From an optimization exercise on the open Yosys and OpenROAD flow, aimed at small area; shortcuts taken in it are not production practice.
The RTL was checked by simulation tests, not by an equivalence proof against the original design.
Power and IR drop assume default switching activity.

Setup of run A:
==> flow/design.v (excerpt) <==
module id_stage (
  input  logic                      clock2,
  input  logic                      reset2,        
  input  logic [32-1:0]       npc_in2,
  input  logic [32-1:0]       inst_in2,
  input  logic                      reg_write_en,  
  input  logic [5-1:0] reg_add_in,
  input  logic [32-1:0]       reg_data_in,
  output logic [32-1:0]       irout2,
  output logic [32-1:0]       aout2,
  output logic [32-1:0]       bout2,
  output logic [32-1:0]       imout2,
  output logic [32-1:0]       npcout2
);
Size: about 260 I/O pins, roughly 46,000 um2 of cells after synthesis.
clock: 6.0 ns
lec_check: 0
cap_margin: 20
core_margin: 2
core_utilization: 55
slew_margin: 20
synth_hierarchical: 1
standard.sh (not shown) runs the stock make flow with config.mk's settings and CLKGATE_MAP_FILE= SYNTH_SCRIPT=/design/flow/synth_recipe.tcl, a recipe that flattens the netlist after the stock synthesis.
==> flow/flow/run.sh <==
#!/bin/bash
# The standard layout, with two changes:
# - clock tree: small clkbuf_4 sink clusters and no dummy loads
# - port buffers: the smallest buffer cell
set -euo pipefail
export CTS_ARGS="-sink_clustering_enable -repair_clock_nets -dont_use_dummy_load -buf_list sky130_fd_sc_hd__clkbuf_4 -sink_clustering_size 8 -sink_clustering_max_diameter 40"
export BUFFER_PORTS_ARGS="-buffer_cell sky130_fd_sc_hd__buf_1"
bash standard.sh > standard.log 2>&1
The inputs of run B differ from those of run A as listed below.
diff --git a/flow/config.mk b/flow/config.mk
--- a/flow/config.mk
+++ b/flow/config.mk
@@ -7,6 +7,6 @@
 export LEC_CHECK = 0
-export CAP_MARGIN = 20
+export CAP_MARGIN = 10
 export CORE_MARGIN = 2
 export CORE_UTILIZATION = 55
-export SLEW_MARGIN = 20
+export SLEW_MARGIN = 10
 export SYNTH_HIERARCHICAL = 1
==> notes.md <==
The faster design of the two is run A; run B tops out lower.
Diff run A -> run B | largest vdd supply drop | down by more than 10%
Run B — setup slack 0.14 ns lower, run A as reference
From run B to run A, highest net fanout along the worst path did not move at all.
Inputs modified between run B and run C:
==> flow/flow/run.sh <==
#!/bin/bash
# The standard layout, with two changes:
# - clock tree: clkbuf_4 sink clusters of up to 10 and no dummy loads
# - port buffers: the smallest buffer cell
set -euo pipefail
export CTS_ARGS="-sink_clustering_enable -repair_clock_nets -dont_use_dummy_load -buf_list sky130_fd_sc_hd__clkbuf_4 -sink_clustering_size 10 -sink_clustering_max_diameter 40"
export BUFFER_PORTS_ARGS="-buffer_cell sky130_fd_sc_hd__buf_1"
bash standard.sh > standard.log 2>&1
diff --git a/flow/config.mk b/flow/config.mk
--- a/flow/config.mk
+++ b/flow/config.mk
@@ -7,6 +7,6 @@
 export LEC_CHECK = 0
-export CAP_MARGIN = 10
+export CAP_MARGIN = 0
 export CORE_MARGIN = 2
 export CORE_UTILIZATION = 55
-export SLEW_MARGIN = 10
+export SLEW_MARGIN = 0
 export SYNTH_HIERARCHICAL = 1
==> notes.md <==
Arrival time reported for the critical path endpoint (lower): run B
Clock period minus final worst setup slack deteriorates in run C relative to run B.
| routed wire length | run C vs run B | ≈ equal |
Compared with run B, run C shows a higher fraction of power consumed by combinational cells.
For run B, the endpoint of the most critical setup path was bout2[28], unlike run C, where it was aout2[2].
When run C is set beside run B, its count of vias placed by the detailed router turns out to be about 0.34% smaller.
Run B reports its critical path's slowest cell as nor3_4 while run C reports and3_1.
## Diff of input files: run D against run C
==> flow/flow/run.sh <==
#!/bin/bash
# The standard layout, with two changes:
# - clock tree: small clkbuf_4 sink clusters and no dummy loads
# - port buffers: the smallest buffer cell
set -euo pipefail
export CTS_ARGS="-sink_clustering_enable -repair_clock_nets -dont_use_dummy_load -buf_list sky130_fd_sc_hd__clkbuf_4 -sink_clustering_size 8 -sink_clustering_max_diameter 40"
export BUFFER_PORTS_ARGS="-buffer_cell sky130_fd_sc_hd__buf_1"
bash standard.sh > standard.log 2>&1
## What came out
- Setup slack: run D more than run C
- Between run C and run D, the flow reports maximum clock frequency increasing by a few percent.
- Diff run C -> run D: summed area of non-filler cells in the final layout closely matched the old numbers, count of clock-buffer cells in the layout increased by 18 relative to the old numbers, combined global-route utilization of all metal layers closely matched the old numbers, via density per instance closely matched the old numbers.
- Run D ended up with more standard cells than run C.
- [compare] base=run C new=run D: combinational group share of total power saw a decrease; number of global-route vias before repair rose by about 0.9%.
- Run D vs. run C: wire length reported by the detailed router stayed essentially flat; portion of the clock cycle consumed by the worst path in the final layout decreased 2.5 points.

[afterwards: timing with drivers on the ports]
In the flow no input, the clock included, has a driving cell. The finished layouts below were timed again as built, in two steps.
Step 1, drivers: a clkbuf_16 drives clock2 and a buf_2 each remaining input, both assumed.
Step 2 times the ports against the registers' clock, not the clock port: input delays grow and output delays shrink by t, the midpoint of the rising clock arrivals with the driver on.
Slacks: ideal / step 1 / step 2; pairs: ideal / step 1.
run	t, ns	setup slack, ns	hold slack, ns	worst data-port slew with drivers (ns)
run A	1.219	1.040 / 1.087 / -0.131	0.071 / 0.028 / 0.471	0.08
run B	1.173	0.903 / 0.952 / -0.222	0.138 / 0.097 / 0.466	0.08
run C	1.169	0.763 / 0.811 / -0.358	0.146 / 0.106 / 0.464	0.08
run D	1.175	0.913 / 0.962 / -0.213	0.155 / 0.113 / 0.469	0.08
Met with ideal ports but missed after step 2: setup timing in every run listed. The setup slack of run A, which loses most, moves by +0.047 ns with the drivers and by -1.171 ns with both steps.
